What follows belongs to an exercise in optimizing a design on an open flow for small area, a short achievable clock period and few clock cycles per item; a production flow would make more cautious choices. The RTL was checked by simulation tests, not by an equivalence proof against the original design.

Setup of v23:
Design rational_arithmetic_unit, start of the top module:
module rational_arithmetic_unit
#(
	parameter int WIDTH = 32
) (
	input  wire          clk,
	input  wire          arst_n,
	input  wire          s_axis_tvalid,
	output logic         s_axis_tready,
	input  wire  [127:0] s_axis_tdata,   
	input  wire  [2:0]   s_axis_tuser,   
	output logic         m_axis_tvalid,
	input  wire          m_axis_tready,
	output logic [63:0]  m_axis_tdata,   
	output logic [1:0]   m_axis_tuser    
);
export LEC_CHECK = 0
export CAP_MARGIN = 20
export CORE_MARGIN = 2
export CORE_UTILIZATION = 40
export SLEW_MARGIN = 20
create_clock -name core_clock -period 13.0 [get_ports {clk}]
standard.sh (not shown) runs the stock make flow with config.mk's settings and CLKGATE_MAP_FILE= SYNTH_SCRIPT=/design/flow/synth_recipe.tcl, a recipe that flattens the netlist after the stock synthesis.
==> flow/flow/run.sh <==
#!/bin/bash
# The standard layout (standard.sh, unchanged synthesis and steps), with one
# change: the buffers that buffer_ports puts on every input and output port are
# sky130_fd_sc_hd__buf_1 instead of the tool's default choice.
# The make output of the whole layout goes to standard_flow.log here; each ORFS
# step also keeps its own log under orfs/logs/.
set -euo pipefail
export BUFFER_PORTS_ARGS="-buffer_cell sky130_fd_sc_hd__buf_1"
bash standard.sh finish > standard_flow.log 2>&1
Testbench counts of v23, summed over its fixed seeds: cycles 71,838, items 3,200.
The following lists how v6 was set up differently from v23:
Settings: CORE_UTILIZATION now 60, was 40.
==> flow/run.sh (new file) <==
#!/bin/bash
# synth_recipe.tcl (not shown) runs the flow's synth.tcl, then flattens the netlist and writes it again
# the make line also repeats each setting of config.mk as NAME=value (left out here)
make -C /OpenROAD-flow-scripts/flow DESIGN_CONFIG=/design/flow/config.mk WORK_HOME=/design/flow/orfs CLKGATE_MAP_FILE= SYNTH_SCRIPT=/design/flow/synth_recipe.tcl finish
removed: flow/flow/run.sh
removed: flow/standard.sh
==> comparison <==
v6 packs its core more tightly than v23.
met3 demand-to-capacity share in global routing for v6: 2.3 points up relative to v23
Portion of the layout cell area used by non-clock buffers delta for v6 relative to v23: 2.5 points higher
All of v23 and v6 finish clean.
> inputs changed (v6 -> v8)
Settings: a change of CORE_UTILIZATION from 60 to 40; an added CTS_BUF_LIST of sky130_fd_sc_hd__clkbuf_8.
Results
Worst setup path endpoint: u_dp.m12[7] -> v6, u_dp.u_q[53] -> v8
Looking at critical path launch point, the u_dp.u_q[0] result is from v8; the u_dp.u_q[44] one comes from v6.
Going from v6 to v8, wire length rose 8.7 mm; met2 usage in global routing fell 16 points.
The clock period minus final worst setup slack number comes out higher for v6 vs v8.
In terms of portion of the layout cell area used by non-clock buffers, v6 and v8 differ only marginally.

* * *

Setup of run 1:
rational_arithmetic_unit again, from the RTL that the note above started with.
export LEC_CHECK = 0
export CAP_MARGIN = 20
export CORE_MARGIN = 2
export CORE_UTILIZATION = 40
export CTS_BUF_LIST = sky130_fd_sc_hd__clkbuf_4 sky130_fd_sc_hd__clkbuf_8
export SLEW_MARGIN = 20
create_clock -name core_clock -period 13.0 [get_ports {clk}]
run.sh (not shown) runs the stock make flow with config.mk's settings and CLKGATE_MAP_FILE= SYNTH_SCRIPT=/design/flow/synth_recipe.tcl, a recipe that flattens the netlist after the stock synthesis.
Stock flow here: none of the scripts above is used.
Testbench counts of run 1, summed over its fixed seeds: cycles 71,838, items 3,200.
Relative to run 1, the following input files were edited for run 2:
# run 1
export LEC_CHECK = 0
export CAP_MARGIN = 20
export CORE_MARGIN = 2
export CORE_UTILIZATION = 40
export CTS_BUF_LIST = sky130_fd_sc_hd__clkbuf_4 sky130_fd_sc_hd__clkbuf_8
export SLEW_MARGIN = 20
create_clock -name core_clock -period 13.0 [get_ports {clk}]
# run 2
export LEC_CHECK = 0
export CAP_MARGIN = 20
export CORE_MARGIN = 2
export CORE_UTILIZATION = 75
export SLEW_MARGIN = 20
create_clock -name core_clock -period 13.0 [get_ports {clk}]
Results
- Run 2 closes out successfully: all stages finished, all timing, DRC and antenna checks passed.
- In the metrics for run 1 and run 2, the one carrying the higher highest fanout seen on the critical path is run 2.
- Run 1 has a lower routed wire length than run 2.
- Going from run 1 to run 2, core utilization increased by 38 points relative to the old numbers, overall routing resource usage increased by 25 points relative to the old numbers, number of fill cells decreased by 7298 relative to the old numbers.
Relative to run 2, the following input files were edited for run 3:
# run 2
export LEC_CHECK = 0
export CAP_MARGIN = 20
export CORE_MARGIN = 2
export CORE_UTILIZATION = 75
export SLEW_MARGIN = 20
create_clock -name core_clock -period 13.0 [get_ports {clk}]
# run 3
export LEC_CHECK = 0
export CAP_MARGIN = 20
export CORE_MARGIN = 2
export CORE_UTILIZATION = 40
export SLEW_MARGIN = 20
create_clock -name core_clock -period 13.0 [get_ports {clk}]
- Run 3 finished every stage and its layout cleared the timing, DRC and antenna checks.
- Compare run 3 and run 2 | sequential share of layout area lower: run 3
- Per the comparison of run 3 with run 2, via count went down by 12%; number of vias per cell after detailed routing went down by 21%.
- Changes observed in run 3 relative to run 2: height of the die climbed 36%, final hold slack barely changed, number of inserted filler cells in the final layout climbed about 240%.

-- port drivers added, routing unchanged --
The flow's constraints put no driver on any port. The routed layouts listed below were extracted and timed again, unchanged, in two steps.
Step 1: set_driving_cell puts a clkbuf_16 on clk and a buf_2 on each other input, an assumption about the parent block.
Step 2 adds t to the input delays and takes it off the output delays; t is the mean of the earliest and latest rising clock arrival at the registers after step 1. Input paths then give back, and output paths get back, about the clock's delay inside the block.
Slacks: no drivers / after step 1 / after step 2; pairs: no drivers / after step 1.
| run | shift t [ns] | slack for setup (ns) | worst slew at a driven data input, ns |
|---|---|---|---|
| v23 | 0.743 | 7.035 / 7.035 / 7.035 | 0.05 |
| v6 | 0.709 | 6.549 / 6.549 / 6.549 | 0.06 |
| v8 | 0.837 | 6.738 / 6.738 / 6.738 | 0.05 |
| run 1 | 0.837 | 6.754 / 6.754 / 6.754 | 0.05 |
| run 2 | 0.718 | 6.581 / 6.581 / 6.581 | 0.09 |
| run 3 | 0.704 | 6.806 / 6.806 / 6.806 | 0.06 |
After both steps setup and hold are still met in every run listed.
